From an optimization exercise on the open Yosys and OpenROAD flow, aimed at small area and a short achievable clock period; shortcuts taken in it are not production practice. RTL that was checked went through simulation tests only; none was proved equivalent to the original. Power figures rest on the tool's default switching activity, not on a simulated workload.

== the reference run ==
==> module bombFuse, before the edit <==
module bombFuse (
	input logic DIV_CLK,
	input logic reset,
	input logic gameTick,
	input logic dropBomb,
	input logic [9:0] posX,
	input logic [8:0] posY,
	input logic [9:0] pixelX,
	input logic [9:0] pixelY,
	input logic [4:0] rowPix,
	input logic [4:0] colPix,
	input logic rowSpan,
	input logic colSpan,
	output logic bombHit,
	output logic blastHit
);
	logic [6:0] count;
	logic [9:0] bombX;
	logic [8:0] bombY;
	logic [9:0] by;
	logic idle;
	logic fuse;
	logic blast;
	assign idle = (count == 7'd0);
	assign blast = count[6] && count[5] && (count[4:0] != 5'd0);
	assign fuse = !idle && !blast;
	always_ff @(posedge DIV_CLK or posedge reset)
	begin
		if (reset)
			count <= 7'd0;
		else if (gameTick)
		begin
			if (idle)
				count <= dropBomb ? 7'd96 : 7'd0;
			else if (count == 7'd1)
				count <= 7'd96 + 7'd24;
			else if (count == 7'd96 + 7'd1)
				count <= 7'd0;
			else
				count <= count - 7'd1;
		end
	end
	always_ff @(posedge DIV_CLK)
	begin
		if (gameTick && idle && dropBomb)
		begin
			bombX <= posX;
			bombY <= posY;
		end
	end
	assign by = {1'b0, bombY};
	logic nearX;
	logic nearY;
	logic [4:0] dx;
	logic [4:0] dy;
	nearDiff #(.K(5)) nearDiffX_i (.p(pixelX), .s(bombX), .near(nearX), .d(dx));
	nearDiff #(.K(5)) nearDiffY_i (.p(pixelY), .s(by), .near(nearY), .d(dy));
	function automatic logic absLe(input logic [4:0] v, input int t);
		absLe = v[4] ? (v >= 5'(32 - t)) : (v <= 5'(t));
	endfunction
	logic disc;
	assign disc = nearX && nearY && (
		(absLe(dx, 14) && absLe(dy, 5))
		|| (absLe(dx, 13) && absLe(dy, 7))
		|| (absLe(dx, 12) && absLe(dy, 8))
		|| (absLe(dx, 11) && absLe(dy, 10))
		|| (absLe(dx, 10) && absLe(dy, 11))
		|| (absLe(dx, 8) && absLe(dy, 12))
		|| (absLe(dx, 7) && absLe(dy, 13))
		|| (absLe(dx, 5) && absLe(dy, 14)));
	assign bombHit = fuse && !count[3] && disc;
	logic [4:0] rowOn;
	logic [4:0] colOn;
	assign rowOn[0] = bombPkg::inRange(by, 10'd6, 10'd58);
	assign rowOn[1] = bombPkg::inRange(by, 10'd110, 10'd162);
	assign rowOn[2] = bombPkg::inRange(by, 10'd214, 10'd266);
	assign rowOn[3] = bombPkg::inRange(by, 10'd318, 10'd370);
	assign rowOn[4] = bombPkg::inRange(by, 10'd422, 10'd474);
	assign colOn[0] = bombPkg::inRange(bombX, 10'd5, 10'd75);
	assign colOn[1] = bombPkg::inRange(bombX, 10'd145, 10'd215);
	assign colOn[2] = bombPkg::inRange(bombX, 10'd285, 10'd355);
	assign colOn[3] = bombPkg::inRange(bombX, 10'd425, 10'd495);
	assign colOn[4] = bombPkg::inRange(bombX, 10'd565, 10'd635);
	assign blastHit = blast
		&& ((rowSpan && |(rowOn & rowPix)) || (colSpan && |(colOn & colPix)));
endmodule
export LEC_CHECK = 0
export CAP_MARGIN = 20
export CORE_MARGIN = 2
export CORE_UTILIZATION = 40
export SLEW_MARGIN = 20
create_clock -name core_clock -period 14.0 [get_ports {DIV_CLK}]
standard.sh (not shown) runs the stock make flow with config.mk's settings and CLKGATE_MAP_FILE= SYNTH_SCRIPT=/design/flow/synth_recipe.tcl, a recipe that flattens the netlist after the stock synthesis.
==> flow/flow/run.sh <==
#!/bin/bash
# Own layout flow. Synthesis is the standard synthesis script, run with
# an area-recovering ABC script (flow/abc.script in place of ORFS's
# abc_speed.script, in a private copy of ORFS's scripts folder), adders left
# to ABC (no Kogge-Stone map, no full-adder cells). Registers are mapped
# before ABC runs, so they are the standard synthesis's. Floorplan, power
# grid, tap cells, placement, CTS and routing are the standard flow,
# with the extra make variables in flow/vars.txt (one per line).
set -euo pipefail
WORK=$PWD
rm -rf "$WORK/synth_scripts"
cp -r "$FLOW_HOME/scripts" "$WORK/synth_scripts"
cp flow/abc.script "$WORK/synth_scripts/abc_speed.script"
bash standard.sh SCRIPTS_DIR="$WORK/synth_scripts" SYNTH_OPERATIONS_ARGS=-booth ADDER_MAP_FILE= synth > synth_flow.log 2>&1
VARS=()
if [[ -f flow/vars.txt ]]; then
	while read -r line; do
		[[ -n "$line" ]] && VARS+=("$line")
	done < flow/vars.txt
fi
bash standard.sh "${VARS[@]}" finish > layout_flow.log 2>&1
==> flow/flow/abc.script <==
strash
&get -n
&fraig -x
&put
scorr
dc2
strash
&get -n
&dch -f
&nf -R 1000
&put
buffer -c
topo
stime -c
upsize -c
dnsize -c
==> flow/flow/vars.txt <==
SETUP_SLACK_MARGIN=9
BUFFER_PORTS_ARGS=-buffer_cell sky130_fd_sc_hd__buf_2
## Diff of input files: the trial run against the reference run
diff --git a/flow/design.v b/flow/design.v
--- a/flow/design.v
+++ b/flow/design.v
@@ -141,14 +141,14 @@
 	logic [4:0] rowOn;
 	logic [4:0] colOn;
-	assign rowOn[0] = bombPkg::inRange(by, 10'd6, 10'd58);
+	assign rowOn[0] = !bombPkg::gt(by, 10'd58);
 	assign rowOn[1] = bombPkg::inRange(by, 10'd110, 10'd162);
 	assign rowOn[2] = bombPkg::inRange(by, 10'd214, 10'd266);
 	assign rowOn[3] = bombPkg::inRange(by, 10'd318, 10'd370);
-	assign rowOn[4] = bombPkg::inRange(by, 10'd422, 10'd474);
-	assign colOn[0] = bombPkg::inRange(bombX, 10'd5, 10'd75);
+	assign rowOn[4] = bombPkg::geq(by, 10'd422);
+	assign colOn[0] = !bombPkg::gt(bombX, 10'd75);
 	assign colOn[1] = bombPkg::inRange(bombX, 10'd145, 10'd215);
 	assign colOn[2] = bombPkg::inRange(bombX, 10'd285, 10'd355);
 	assign colOn[3] = bombPkg::inRange(bombX, 10'd425, 10'd495);
-	assign colOn[4] = bombPkg::inRange(bombX, 10'd565, 10'd635);
+	assign colOn[4] = bombPkg::geq(bombX, 10'd565);
 	assign blastHit = blast
 		&& ((rowSpan && |(rowOn & rowPix)) || (colSpan && |(colOn & colPix)));
Results
Re worst slew margin relative to its limit: the reference run and the trial run aren't equal, and the lower value belongs to the trial run.
The trial run — core utilization 1.4 points higher, the reference run as reference
| proportion of layout cells with a drive suffix above 1 | the trial run vs the reference run | 1.8 points higher |
Compared with the reference run, post-layout instance area in the trial run increased by a few percent.
Summary of the trial run over the reference run: share of the final layout cell area in multi-input gates down 0.96 points, adder and majority gate portion of the synthesized area up 0.56 points, multi-input combinational cell count down 1.7%.
Between the reference run and the trial run, longest individual stage delay on the worst path is lower for the reference run, the trial run comes in above that.
When the final numbers for the reference run and the trial run were put side by side, the critical path depth turned out to be greater in the trial run.
The reference run fits on a die that is larger than the die of the trial run.
The reference run → the trial run: critical path required time moved down, routed wire length moved down, combined global-route utilization of all metal layers moved down.
Function not checked in the trial run: the RTL went through the layout flow alone.


bombGameTop again, from the RTL that the note above started with.
Settings: LEC_CHECK=0, CAP_MARGIN=20, CORE_MARGIN=2, CORE_UTILIZATION=40, SLEW_MARGIN=20; clock period 14.0 ns.
==> flow/flow/abc.script <==
strash
&get -n
&fraig -x
&put
scorr
dc2
strash
&get -n
&dch -f
&nf -R 1000
&put
Scripts as last shown in full above: flow/flow/run.sh, flow/flow/vars.txt
Then changed:
--- a/flow/design.v
+++ b/flow/design.v
@@ -139,18 +139,18 @@
 		|| (absLe(dx, 5) && absLe(dy, 14)));
 	assign bombHit = fuse && !count[3] && disc;
 	logic [4:0] rowOn;
 	logic [4:0] colOn;
-	assign rowOn[0] = bombPkg::inRange(by, 10'd6, 10'd58);
+	assign rowOn[0] = !bombPkg::gt(by, 10'd58);
 	assign rowOn[1] = bombPkg::inRange(by, 10'd110, 10'd162);
 	assign rowOn[2] = bombPkg::inRange(by, 10'd214, 10'd266);
 	assign rowOn[3] = bombPkg::inRange(by, 10'd318, 10'd370);
-	assign rowOn[4] = bombPkg::inRange(by, 10'd422, 10'd474);
-	assign colOn[0] = bombPkg::inRange(bombX, 10'd5, 10'd75);
+	assign rowOn[4] = bombPkg::geq(by, 10'd422);
+	assign colOn[0] = !bombPkg::gt(bombX, 10'd75);
 	assign colOn[1] = bombPkg::inRange(bombX, 10'd145, 10'd215);
 	assign colOn[2] = bombPkg::inRange(bombX, 10'd285, 10'd355);
 	assign colOn[3] = bombPkg::inRange(bombX, 10'd425, 10'd495);
-	assign colOn[4] = bombPkg::inRange(bombX, 10'd565, 10'd635);
+	assign colOn[4] = bombPkg::geq(bombX, 10'd565);
 	assign blastHit = blast
 		&& ((rowSpan && |(rowOn & rowPix)) || (colSpan && |(colOn & colPix)));
 endmodule
 `default_nettype wire
=> Synthesized cell count is lower by 0.97%; cell area climbs by 3.9%; clock power went down by about 5%; power is higher by 1.2%; sequential power rose by about 1%; sequential share of layout area drops by 0.80 points; register-to-register slack improved by 100 ps; routed wire length is higher by 2.3%; first-iteration DRC count decreases by about 11%; count of clock-buffer cells in the layout stays the same; flip-flop and latch count is unchanged; cell count hardly moves; fmax shrinks by 5.3%; area after synthesis hardly moves.
For the second run of this note, only the layout was checked, not whether the RTL still works.

-- port drivers added, routing unchanged --
Ports are ideal in the flow. The routed layouts listed here were re-timed in OpenROAD.
Step 1: set_driving_cell puts a clkbuf_16 on DIV_CLK and a buf_2 on each other input, an assumption about the parent block.
Step 2 also shifts input and output timing later by t, the mid clock arrival at the registers, as if the neighbouring blocks saw the same clock.
Three values: ideal ports, drivers, drivers and shift; two values: the first two.
run | t (ns) | setup slack, ns | pins driven straight from the clock port
the reference run | 0.397 | 9.112 / 9.104 / 8.707 | 1
the trial run | 0.404 | 8.822 / 8.826 / 8.422 | 1
the first run of note 2 | 0.410 | 9.052 / 9.061 / 8.651 | 1
the second run of note 2 | 0.399 | 8.777 / 8.771 / 8.373 | 1
After both steps every run listed still meets setup and hold. The setup slack of the reference run, which loses most, moves by -0.008 ns with the drivers and by -0.405 ns with both steps.
